Background: an optimization exercise with open tools, aiming at small area. Do not read the settings as production practice. Where RTL was checked, it was by simulation tests only, not by an equivalence proof against the original.

== v50 ==
Design neural_network, start of the top module:
module neural_network (
    input  logic        clk,
    input  logic        reset,
    input  logic        changes,
    input  logic [7:0]  data_in,
    output logic [7:0]  network_outputs
);
clock: 10.0 ns
lec_check: 0
cap_margin: 20
core_margin: 2
core_utilization: 50
place_density: 0.7
slew_margin: 20
synth_hierarchical: 1
standard.sh (not shown) runs the stock make flow with config.mk's settings and CLKGATE_MAP_FILE= SYNTH_SCRIPT=/design/flow/synth_recipe.tcl, a recipe that flattens the netlist after the stock synthesis.
==> flow/flow/run.sh <==
#!/bin/bash
# Standard ORFS flow (the standard.sh) with two layout options:
#  - port buffers of the smallest buffer cell
#  - CTS without dummy loads
set -euo pipefail
bash standard.sh \
  "BUFFER_PORTS_ARGS=-buffer_cell sky130_fd_sc_hd__buf_1" \
  "CTS_ARGS=-sink_clustering_enable -repair_clock_nets -sink_clustering_size 10 -sink_clustering_max_diameter 40 -buf_list sky130_fd_sc_hd__clkbuf_4 -dont_use_dummy_load" \
  finish > standard.log 2>&1
v50 ended with every stage complete and zero timing, DRC or antenna violations.
Inputs modified between v50 and v58:
- CORE_UTILIZATION now 60, was 50
- PLACE_DENSITY no longer set, was 0.7
- CTS_CLUSTER_SIZE now 16, previously not set
- CTS_CLUSTER_DIAMETER now 60, previously not set
- CTS_BUF_LIST now sky130_fd_sc_hd__clkbuf_8, previously not set
Findings:
Against v50, the final cell area of v58 is lower. NOTE die extent in y v50->v58 decreased by a little under 10%. [compare] base=v50 new=v58: met3 routing resource usage after global routing has decreased. Fraction of the core area covered by cells at the end of the flow up 10 points in v58 wrt v50. Any difference in final cycle utilization of the critical path between v58 and v50 is small enough to ignore. Compared with v50, v58 instantiates a smaller number of cells.
Relative to v58, the following input files were edited for v20:
- CORE_UTILIZATION: 60 -> 40
--- outcome ---
v20 ends up with a critical path depth that is about 5% lower than in v58. | wire length after detailed routing | higher: v58 |. Relative to v58, the starting utilization of the core area of v20 is lower by 20 points. Taking v58 as 1.0, v20 lands at 1.12 on cell count. Compared with v58, v20 shows a layout overhead on the synthesized area that is 1.2 points higher. From v58 to v20 the numbers moved as follows: maximum cell stage delay along the critical path increased 0.16 ns, number of clock buffers in the layout picked up an extra 2. v20 falls short of v58 in cell area after layout.
Edits applied to the flow inputs when going from v20 to v11:
- removing CTS_CLUSTER_SIZE (formerly 16)
- changing SLEW_MARGIN from 20 to 0
- removing CTS_CLUSTER_DIAMETER (formerly 60)
- setting PLACE_DENSITY to 0.7 for the first time
- changing CAP_MARGIN from 20 to 0
- removing CTS_BUF_LIST (formerly sky130_fd_sc_hd__clkbuf_8)
-- flow/flow/run.sh --
<<< v20, line 1
#!/bin/bash
# Standard ORFS flow (the standard.sh) with two layout options:
#  - port buffers of the smallest buffer cell
>>> v11, line 1
#!/bin/bash
# Standard ORFS flow (the standard.sh) with some layout options:
#  - timing-driven global placement keeps none of its resizer changes
#  - port buffers of the smallest buffer cell
<<< v20, line 6
bash standard.sh \
  "BUFFER_PORTS_ARGS=-buffer_cell sky130_fd_sc_hd__buf_1" \
>>> v11, line 7
bash standard.sh \
  GPL_KEEP_OVERFLOW=0 \
  "BUFFER_PORTS_ARGS=-buffer_cell sky130_fd_sc_hd__buf_1" \
## What came out
The sole clean run among v11 and v20 is v20. The flow completed for v11, but it is not clean: the layout still shows slew limit. Compared with v20, in v11 met3 track utilization from global routing did not really move, final sequential cell count held steady. Sequential cell area: v20 vs v11 identical. Looking at fmax across v11 and v20, the one that comes out lower is v11. Re number of nets in the layout: v20 was higher than v11. Compared with v20, v11 shows total non-filler cell area in the finished layout lower by about 1.3%. From v20 to v11 the numbers moved as follows: worst path arrival time has increased, global-route usage now smaller.

---

neural_network, a different RTL version from the one above (not shown whole).
Size in the first run: roughly 1000 cells after synthesis, about 19 I/O pins.
## neural_network
module neural_network (
    input  logic        clk,
    input  logic        reset,
    input  logic        changes,
    input  logic [7:0]  data_in,
    output logic [7:0]  network_outputs
);
==> flow/config.mk <==
export PLATFORM = sky130hd
export DESIGN_NAME = neural_network
export DESIGN_NICKNAME = neural_network
export VERILOG_FILES = /design/flow/design.v
export SDC_FILE = /design/flow/constraint.sdc
export NUM_CORES = 4
export LEC_CHECK = 0
export CAP_MARGIN = 10
export CORE_MARGIN = 2
export CORE_UTILIZATION = 40
export CTS_BUF_LIST = sky130_fd_sc_hd__clkbuf_8
export CTS_CLUSTER_DIAMETER = 60
export CTS_CLUSTER_SIZE = 16
export SLEW_MARGIN = 10
export SYNTH_HIERARCHICAL = 1
==> flow/constraint.sdc <==
create_clock -name core_clock -period 10.0 [get_ports {clk}]
set_input_delay 2.0000 -clock core_clock [delete_from_list [all_inputs] [get_ports {clk}]]
set_output_delay 2.0000 -clock core_clock [all_outputs]
set_load 0.01 [all_outputs]
==> flow/flow/run.sh <==
#!/bin/bash
# Standard ORFS flow (the standard.sh) with two layout options:
#  - port buffers of the smallest buffer cell
#  - CTS without dummy loads
set -euo pipefail
bash standard.sh \
  "BUFFER_PORTS_ARGS=-buffer_cell sky130_fd_sc_hd__buf_1" \
  "CTS_ARGS=-sink_clustering_enable -repair_clock_nets -sink_clustering_size 16 -sink_clustering_max_diameter 60 -buf_list sky130_fd_sc_hd__clkbuf_8 -dont_use_dummy_load" \
  finish > standard.log 2>&1
Change:
==> flow/run.sh (new file) <==
#!/bin/bash
# synth_recipe.tcl (not shown) runs the flow's synth.tcl, then flattens the netlist and writes it again
# the make line also repeats each setting of config.mk as NAME=value (left out here)
make -C /OpenROAD-flow-scripts/flow DESIGN_CONFIG=/design/flow/config.mk WORK_HOME=/design/flow/orfs CLKGATE_MAP_FILE= SYNTH_SCRIPT=/design/flow/synth_recipe.tcl finish
- CAP_MARGIN: 10 -> 20
- SLEW_MARGIN: 10 -> 20
removed: flow/flow/run.sh
removed: flow/standard.sh
What happened: First-iteration DRC count went down by 5.8%; final cell count went up by 1.3%; critical path depth stays the same; design area went up by about 1.7%.
Change:
==> flow/flow/run.sh (new file) <==
#!/bin/bash
# Standard ORFS flow (the standard.sh) with a few layout options:
#  - port buffers of the smallest buffer cell
#  - CTS without dummy loads
#  - power recovery (downsizing off the critical paths) after global route
set -euo pipefail
bash standard.sh \
  RECOVER_POWER=100 \
  "BUFFER_PORTS_ARGS=-buffer_cell sky130_fd_sc_hd__buf_1" \
  "CTS_ARGS=-sink_clustering_enable -repair_clock_nets -sink_clustering_size 16 -sink_clustering_max_diameter 60 -buf_list sky130_fd_sc_hd__clkbuf_8 -dont_use_dummy_load" \
  finish > standard.log 2>&1
==> flow/standard.sh (new file) <==
#!/bin/bash
# synth_recipe.tcl (not shown) runs the flow's synth.tcl, then flattens the netlist and writes it again
# the make line also repeats each setting of config.mk as NAME=value (left out here)
make -C /OpenROAD-flow-scripts/flow DESIGN_CONFIG=/design/flow/config.mk WORK_HOME=/design/flow/orfs CLKGATE_MAP_FILE= SYNTH_SCRIPT=/design/flow/synth_recipe.tcl "${@:-finish}"
removed: flow/run.sh
After rerunning: The changed run finished but failed the layout checks on capacitance limit, slew limit. Count of clock-buffer cells in the layout falls by 1. Setup slack loses 0.35 ns. Global-route usage rises by 0.42 points. Utilization falls by 0.86 points. Worst hold slack loses 0.016 ns.
Change:
--- a/flow/flow/run.sh
+++ b/flow/flow/run.sh
@@ -2 +2 @@
-# Standard ORFS flow (the standard.sh) with a few layout options:
+# Standard ORFS flow (the standard.sh) with two layout options:
@@ -5 +4,0 @@
-#  - power recovery (downsizing off the critical paths) after global route
@@ -8 +6,0 @@
-  RECOVER_POWER=100 \
The new run passed the timing, design-rule and antenna checks; critical path depth does not change; worst hold slack barely changes; maximum frequency increases by 6.9%.
Change:
- CAP_MARGIN: 20 -> 0
- SLEW_MARGIN: 20 -> 0
What happened: Core utilization barely changes; final cell count stays flat; die area stays the same; synthesized cell count is unchanged; fmax fell by about 4%; cell area stays flat; setup slack got worse by 0.38 ns; global-route usage is unchanged; clock-buffer cell count is unchanged; first-iteration DRC count came out higher by about 7%.
No functional check of the RTL was part of any run of this note.

---

## run 1
RTL: one of the versions met above, not the one the previous note started from.
For scale: about 960 cells after synthesis, roughly 240 flip-flops, ~19 I/O pins, roughly 13,000 um2 of cells after synthesis.
clock: 10.0 ns
lec_check: 0
cap_margin: 20
core_margin: 2
core_utilization: 40
cts_buf_list: sky130_fd_sc_hd__clkbuf_8
cts_cluster_diameter: 60
cts_cluster_size: 16
slew_margin: 20
synth_hierarchical: 1
==> flow/flow/run.sh <==
#!/bin/bash
# Standard ORFS flow (the standard.sh) with two layout options:
#  - port buffers of the smallest buffer cell
#  - CTS without dummy loads
set -euo pipefail
bash standard.sh \
  "BUFFER_PORTS_ARGS=-buffer_cell sky130_fd_sc_hd__buf_1" \
  "CTS_ARGS=-sink_clustering_enable -repair_clock_nets -sink_clustering_size 16 -sink_clustering_max_diameter 60 -buf_list sky130_fd_sc_hd__clkbuf_8 -dont_use_dummy_load" \
  finish > standard.log 2>&1
Run 1 did not stop at any stage, and its layout met the timing, design-rule and antenna checks.
Edits applied to the flow inputs when going from run 1 to run 2:
# run 1
export LEC_CHECK = 0
export CAP_MARGIN = 20
export CORE_MARGIN = 2
export CORE_UTILIZATION = 40
export CTS_BUF_LIST = sky130_fd_sc_hd__clkbuf_8
export CTS_CLUSTER_DIAMETER = 60
export CTS_CLUSTER_SIZE = 16
export SLEW_MARGIN = 20
export SYNTH_HIERARCHICAL = 1
create_clock -name core_clock -period 10.0 [get_ports {clk}]
# run 2
export LEC_CHECK = 0
export CAP_MARGIN = 10
export CORE_MARGIN = 2
export CORE_UTILIZATION = 40
export PLACE_DENSITY = 0.7
export SLEW_MARGIN = 10
export SYNTH_HIERARCHICAL = 1
create_clock -name core_clock -period 10.0 [get_ports {clk}]
==> flow/flow/run.sh <==
#!/bin/bash
# Standard ORFS flow (the standard.sh) with some layout options:
#  - timing-driven global placement keeps none of its resizer changes
#  - port buffers of the smallest buffer cell
#  - CTS without dummy loads
set -euo pipefail
bash standard.sh \
  GPL_KEEP_OVERFLOW=0 \
  "BUFFER_PORTS_ARGS=-buffer_cell sky130_fd_sc_hd__buf_1" \
  "CTS_ARGS=-sink_clustering_enable -repair_clock_nets -sink_clustering_size 10 -sink_clustering_max_diameter 40 -buf_list sky130_fd_sc_hd__clkbuf_4 -dont_use_dummy_load" \
  finish > standard.log 2>&1
Results
Routed wire length (lower): run 2. Diff run 1 and run 2: arrival time at the worst endpoint lower in run 1. As far as global-route usage is concerned, run 2 and run 1 perform about the same. Setup slack in run 2 is smaller than in run 1.
Setup changes, run 2 to run 3
# run 2
export LEC_CHECK = 0
export CAP_MARGIN = 10
export CORE_MARGIN = 2
export CORE_UTILIZATION = 40
export PLACE_DENSITY = 0.7
export SLEW_MARGIN = 10
export SYNTH_HIERARCHICAL = 1
create_clock -name core_clock -period 10.0 [get_ports {clk}]
# run 3
export LEC_CHECK = 0
export CAP_MARGIN = 20
export CORE_MARGIN = 2
export CORE_UTILIZATION = 40
export CTS_BUF_LIST = sky130_fd_sc_hd__clkbuf_8
export CTS_CLUSTER_DIAMETER = 60
export CTS_CLUSTER_SIZE = 16
export SLEW_MARGIN = 20
export SYNTH_HIERARCHICAL = 1
create_clock -name core_clock -period 10.0 [get_ports {clk}]
==> flow/flow/run.sh <==
#!/bin/bash
# Standard ORFS flow (the standard.sh) with two layout options:
#  - port buffers of the smallest buffer cell
#  - CTS without dummy loads
set -euo pipefail
bash standard.sh \
  "BUFFER_PORTS_ARGS=-buffer_cell sky130_fd_sc_hd__buf_1" \
  "CTS_ARGS=-sink_clustering_enable -repair_clock_nets -sink_clustering_size 16 -sink_clustering_max_diameter 60 -buf_list {sky130_fd_sc_hd__clkbuf_4 sky130_fd_sc_hd__clkbuf_8} -dont_use_dummy_load" \
  finish > standard.log 2>&1
[summary]
- Run 3 vs run 2: area fraction of clock buffers and clock inverters up
- When run 3 is set beside run 2, its fill cell total of the finished layout turns out to be 74 larger.
- The faster design of the two is run 3; run 2 tops out lower.
- Against run 2 as the reference, run 3 delivers a higher largest net degree at the start of global routing.
- Going from run 2 to run 3, the clock tree buffer count of the final layout was found to have gone down by about 26%.
Changes in run 4 relative to run 3:
# run 3
export LEC_CHECK = 0
export CAP_MARGIN = 20
export CORE_MARGIN = 2
export CORE_UTILIZATION = 40
export CTS_BUF_LIST = sky130_fd_sc_hd__clkbuf_8
export CTS_CLUSTER_DIAMETER = 60
export CTS_CLUSTER_SIZE = 16
export SLEW_MARGIN = 20
export SYNTH_HIERARCHICAL = 1
create_clock -name core_clock -period 10.0 [get_ports {clk}]
# run 4
export LEC_CHECK = 0
export CAP_MARGIN = 5
export CORE_MARGIN = 2
export CORE_UTILIZATION = 40
export PLACE_DENSITY = 0.7
export SLEW_MARGIN = 15
export SYNTH_HIERARCHICAL = 1
create_clock -name core_clock -period 10.0 [get_ports {clk}]
==> flow/flow/run.sh <==
#!/bin/bash
# Standard ORFS flow (the standard.sh) with some layout options:
#  - timing-driven global placement keeps none of its resizer changes
#  - port buffers of the smallest buffer cell
#  - CTS without dummy loads
set -euo pipefail
bash standard.sh \
  GPL_KEEP_OVERFLOW=0 \
  "BUFFER_PORTS_ARGS=-buffer_cell sky130_fd_sc_hd__buf_1" \
  "CTS_ARGS=-sink_clustering_enable -repair_clock_nets -sink_clustering_size 10 -sink_clustering_max_diameter 40 -buf_list sky130_fd_sc_hd__clkbuf_4 -dont_use_dummy_load" \
  finish > standard.log 2>&1
Run 3: done, clean on timing, DRC and antenna. Run 4 closes out successfully: all stages finished, all timing, DRC and antenna checks passed. Taking run 3 as the reference point, the final area of run 4 falls by about 0.9%. Run 3 → run 4: buffer count excluding the clock tree in the final layout lower. | count of clock-buffer cells in the layout | lower: run 3 |. Clock-cell share of area in run 4 is 0.57 points lower than in run 3. Detailed-routed wire length on met2 for run 4: 440 um up relative to run 3. Relative to run 3, global-route usage has decreased by 0.30 points in run 4. Between run 3 and run 4, the number of optimization iterations in the first detailed-route pass is higher for run 4.

-- afterwards: timing with drivers on the ports --
No port has a modelled driver above. Below, the same layouts with a new extraction and two added sets of constraints.
Step 1, drivers: a clkbuf_16 drives clk and a buf_2 each remaining input, both assumed.
Step 2 times the ports against the registers' clock, not the clock port: input delays grow and output delays shrink by t, the midpoint of the rising clock arrivals with the driver on.
Slacks: no drivers / after step 1 / after step 2; pairs: no drivers / after step 1.
run | t, ns | setup WS [ns] | worst setup path after step 2 | pins driven straight from the clock port
v50 | 0.631 | 1.225 / 1.247 / 0.616 | input to register | 1
v58 | 0.627 | 1.227 / 1.248 / 0.621 | input to register | 1
v20 | 0.655 | 1.112 / 1.133 / 0.477 | input to register | 1
v11 | 0.700 | 0.683 / 0.710 / 0.010 | input to register | 1
the first run of note 2 | 0.579 | 1.287 / 1.311 / 0.733 | input to register | 1
the second run of note 2 | 0.591 | 1.167 / 1.193 / 0.601 | input to register | 1
the third run of note 2 | 0.578 | 0.815 / 0.841 / 0.263 | input to register | 1
the fourth run of note 2 | 0.577 | 1.407 / 1.433 / 0.856 | input to register | 1
the fifth run of note 2 | 0.575 | 1.032 / 1.055 / 0.480 | input to register | 1
run 1 | 0.573 | 1.022 / 1.041 / 0.469 | input to register | 1
run 2 | 0.700 | 0.910 / 0.935 / 0.236 | input to register | 1
run 3 | 0.573 | 1.022 / 1.041 / 0.469 | input to register | 1
run 4 | 0.703 | 0.782 / 0.807 / 0.105 | input to register | 1
The setup slack of run 4, which loses most, moves by +0.025 ns with the drivers and by -0.677 ns with both steps.
